This is an optimization exercise on Yosys and OpenROAD, whose aim is small area, a short achievable clock period and few clock cycles per item, not a production implementation. At most, simulation tests tie the RTL to the original design; equivalence was not proved. Power figures rest on the tool's default switching activity, not on a simulated workload.

==> flow/design.v (excerpt) <==
module dual_incremental_pi_speed_control (
    input  wire                        aclk,
    input  wire                        aresetn,
    input  wire                        cfg_wr_en,
    input  wire [CFG_INDEX_WIDTH-1:0]  cfg_index,
    input  wire [CFG_DATA_WIDTH-1:0]   cfg_wr_data,
    input  wire                        s_tvalid,
    output logic                       s_tready,
    input  wire [IN_DATA_WIDTH-1:0]    s_tdata,
    output logic                       m_tvalid,
    input  wire                        m_tready,
    output logic [OUT_DATA_WIDTH-1:0]  m_tdata
);
    localparam int RW = DA_ROWS * (34 - DA_LOW);
    logic signed [15:0] ref_r;
    logic        [14:0] lim_r;
    logic signed [15:0] gna_r, gpa_r, gnb_r, gpb_r;
    logic signed [16:0] gsa_r, gsb_r;    
    always_ff @(posedge aclk) begin
        if (!aresetn) begin
            ref_r <= RESET_REFERENCE_SPEED;
            lim_r <= RESET_VOLTAGE_LIMIT;
            gna_r <= RESET_GAIN_NOW_A;
            gpa_r <= RESET_GAIN_PREV_A;
            gnb_r <= RESET_GAIN_NOW_B;
            gpb_r <= RESET_GAIN_PREV_B;
        end else if (cfg_wr_en) begin
            case (cfg_index)
                REG_REFERENCE_SPEED: ref_r <= cfg_wr_data;
                REG_VOLTAGE_LIMIT:   lim_r <= cfg_wr_data[14:0];
                REG_GAIN_NOW_A:      gna_r <= cfg_wr_data;
                REG_GAIN_PREV_A:     gpa_r <= cfg_wr_data;
                REG_GAIN_NOW_B:      gnb_r <= cfg_wr_data;
                REG_GAIN_PREV_B:     gpb_r <= cfg_wr_data;
                default: ;
            endcase
        end
    end
  ...
For scale: roughly 4900 cells after synthesis, ~450 flip-flops, about 0.044 sq mm of cells after synthesis.
==> flow/config.mk <==
export PLATFORM = sky130hd
export DESIGN_NAME = dual_incremental_pi_speed_control
export DESIGN_NICKNAME = dual_incremental_pi_speed_control
export VERILOG_FILES = /design/flow/design.v
export SDC_FILE = /design/flow/constraint.sdc
export NUM_CORES = 4
export LEC_CHECK = 0
export ABC_AREA = 1
export CAP_MARGIN = 20
export CORE_MARGIN = 2
export CORE_UTILIZATION = 40
export SLEW_MARGIN = 20
==> flow/constraint.sdc <==
create_clock -name core_clock -period 13.0 [get_ports {aclk}]
set_input_delay 2.6000 -clock core_clock [delete_from_list [all_inputs] [get_ports {aclk}]]
set_output_delay 2.6000 -clock core_clock [all_outputs]
set_load 0.01 [all_outputs]
standard.sh (not shown) runs the stock make flow with config.mk's settings and CLKGATE_MAP_FILE= SYNTH_SCRIPT=/design/flow/synth_recipe.tcl, a recipe that flattens the netlist after the stock synthesis.
==> flow/flow/run.sh <==
#!/bin/bash
set -euo pipefail
MARGIN=$(cat flow/margin.txt)
bash standard.sh SETUP_SLACK_MARGIN=$MARGIN finish > standard.log 2>&1
==> flow/flow/margin.txt <==
9
The starting point produced a clean layout.
Then changed:
ABC_AREA = unset   (was 1)
After rerunning: The new run completed without violations; hold slack gains 0.011 ns; first-iteration DRC count decreases by about 18%; clock power hardly moves; sequential cell count is unchanged; non-clock buffer count decreases by 11; cell count decreases by 7.2%; die area increases by about 7%; power decreases by about 12%; final area increases by about 3.5%; sequential share of layout area decreases by 0.70 points; routed wire length decreases by about 6%.
No run of this note included a check of the RTL's function; only the layout flow was run.

* * *

Another version of the RTL of dual_incremental_pi_speed_control (not shown whole).
Size in the first run: roughly 5,100 cells after synthesis, roughly 490 flip-flops, roughly 140 I/O pins, ~0.046 mm^2 of cells after synthesis.
Settings: LEC_CHECK=0, ABC_AREA=1, CAP_MARGIN=20, CORE_MARGIN=2, CORE_UTILIZATION=40, SLEW_MARGIN=20; clock period 13.0 ns.
==> flow/flow/margin.txt <==
8.7
Scripts as last shown in full above: flow/flow/run.sh
Testbench counts at the start, summed over its fixed seeds: cycles 48,528, items 48,000.
Edit:
==> flow/flow/run.sh (replaced) <==
#!/bin/bash
# The standard layout (standard.sh: the standard flow's synthesis and ORFS flow, unchanged
# scripts) with two settings changed:
#  - timing repair is asked to leave more setup slack than the clock period
#    needs (flow/margin.txt), so that paths end up shorter;
set -euo pipefail
MARGIN=$(cat flow/margin.txt)
bash standard.sh SETUP_SLACK_MARGIN=$MARGIN \
  "BUFFER_PORTS_ARGS=-buffer_cell sky130_fd_sc_hd__buf_2" finish > standard.log 2>&1
The changed run passed the timing, design-rule and antenna checks.
Global-route usage rises by 0.11 points.
Maximum frequency went down by 1.2%.
Final cell count barely changes.
Count of clock-buffer cells in the layout drops by 5.
First-iteration DRC count fell by 4.4%.
Sequential power hardly moves.
Synthesized cell count is unchanged.
Clock skew is higher by 10 ps.
Via count decreases by 0.36%.
Edit:
--- a/flow/config.mk
+++ b/flow/config.mk
@@ -11,0 +12 @@
+export CTS_BUF_LIST = sky130_fd_sc_hd__clkbuf_8
Wire length rose by 0.83%. Total power fell by 2.1%. Sequential share of layout area is about the same. Area after synthesis stays the same. Clock power fell by about 10%.
Edit:
--- a/flow/config.mk
+++ b/flow/config.mk
@@ -12,0 +13 @@
+export PLACE_DENSITY = 0.7
Outcome:
- cell area is lower by 1.0%
- global-route usage fell by 1.2 points
- worst setup slack got worse by 21 ps
- synthesized area stays the same
- total power came out lower by 1.7%
- maximum frequency went down by 0.49%
- register-to-register slack gets worse by 20 ps
- first-iteration DRC count rose by 8.9%
- clock skew went down by 6.1 ps
- sequential share of layout area came out higher by 0.26 points

* * *

job 2180:
Starting RTL as in the previous note.
clock: 13.0 ns
lec_check: 0
abc_area: 1
cap_margin: 20
core_margin: 2
core_utilization: 40
slew_margin: 20
==> flow/flow/run.sh <==
#!/bin/bash
# The standard layout (standard.sh: the standard flow's synthesis and ORFS flow, unchanged
# scripts) with two settings changed:
#  - timing repair is asked to leave more setup slack than the clock period
#    needs (flow/margin.txt), so that paths end up shorter;
set -euo pipefail
MARGIN=$(cat flow/margin.txt)
bash standard.sh SETUP_SLACK_MARGIN=$MARGIN \
  "BUFFER_PORTS_ARGS=-buffer_cell sky130_fd_sc_hd__buf_2" finish > standard.log 2>&1
==> flow/flow/margin.txt <==
8.9
Having completed the whole flow, job 2180 delivered a layout that passed the timing, design-rule and antenna checks.
Testbench counts of job 2180, summed over its fixed seeds: cycles 48,528, items 48,000.
The following lists how job 8866 was set up differently from job 2180:
# job 2180
export LEC_CHECK = 0
export ABC_AREA = 1
export CAP_MARGIN = 20
export CORE_MARGIN = 2
export CORE_UTILIZATION = 40
export SLEW_MARGIN = 20
create_clock -name core_clock -period 13.0 [get_ports {aclk}]
# job 8866
export LEC_CHECK = 0
export ABC_AREA = 1
export CAP_MARGIN = 20
export CORE_MARGIN = 2
export CORE_UTILIZATION = 40
export CTS_BUF_LIST = sky130_fd_sc_hd__clkbuf_8
export SLEW_MARGIN = 20
create_clock -name core_clock -period 13.0 [get_ports {aclk}]
==> flow/flow/margin.txt <==
8.8
Job 8866 vs. job 2180: worst hold-check slack ~0 delta, multi-input logic cell count ~0 delta. Compared job 8866 vs job 2180, and met1 track demand over resource in global routing is up in job 8866. For the total design power, job 8866 came in 2.0% lower than job 2180 did. Compared with job 2180, in job 8866 count of non-filler cells in the finished layout went down about 0.75%, number of sequential cells in the layout held, global-route wire length before repair went up about 0.56%. Changes observed in job 8866 relative to job 2180: fraction of area in clock buffers and inverters ~0 delta, portion of total power attributed to combinational logic ~0 delta. The buffers inserted during post-CTS setup optimization in job 8866 is 0.43 times that in job 2180. [job 8866] share of the final layout cell area in multi-input gates rose 0.72 points relative to job 2180.

[what the ideal ports hide]
How much do the figures lean on ideal ports? The routed layouts below were timed once more, with nothing changed but the port constraints. Step 1, drivers: a clkbuf_16 drives aclk and a buf_2 each remaining input, both assumed. Step 2, shift: input delay + t, output delay - t, t = (earliest + latest rising clock arrival at the registers) / 2. This alone moves slack from input paths to output paths. a / b / c = ideal ports / drivers / drivers and shift; a / b = the first two.
run | t (ns) | setup WS [ns] | worst setup path after step 2 | worst register clock-pin slew, ns | worst slew at a driven data input, ns
the first run of note 1 | 0.714 | 8.596 / 8.596 / 8.349 | input to register | 0.07 / 0.07 | 0.06
the second run of note 1 | 0.708 | 8.556 / 8.556 / 7.894 | input to register | 0.08 / 0.08 | 0.08
the first run of note 2 | 0.740 | 8.694 / 8.670 / 8.072 | input to register | 0.08 / 0.08 | 0.07
the second run of note 2 | 0.720 | 8.643 / 8.643 / 8.142 | input to register | 0.07 / 0.07 | 0.06
the third run of note 2 | 0.784 | 8.721 / 8.721 / 8.138 | input to register | 0.07 / 0.07 | 0.06
the fourth run of note 2 | 0.777 | 8.700 / 8.680 / 8.186 | input to register | 0.10 / 0.10 | 0.06
job 2180 | 0.750 | 8.867 / 8.864 / 8.230 | input to register | 0.07 / 0.07 | 0.06
job 8866 | 0.793 | 8.687 / 8.687 / 8.132 | input to register | 0.08 / 0.08 | 0.07
After both steps every run listed still meets setup and hold. The setup slack of the second run of note 1, which loses most, moves by 0.000 ns with the drivers and by -0.662 ns with both steps.
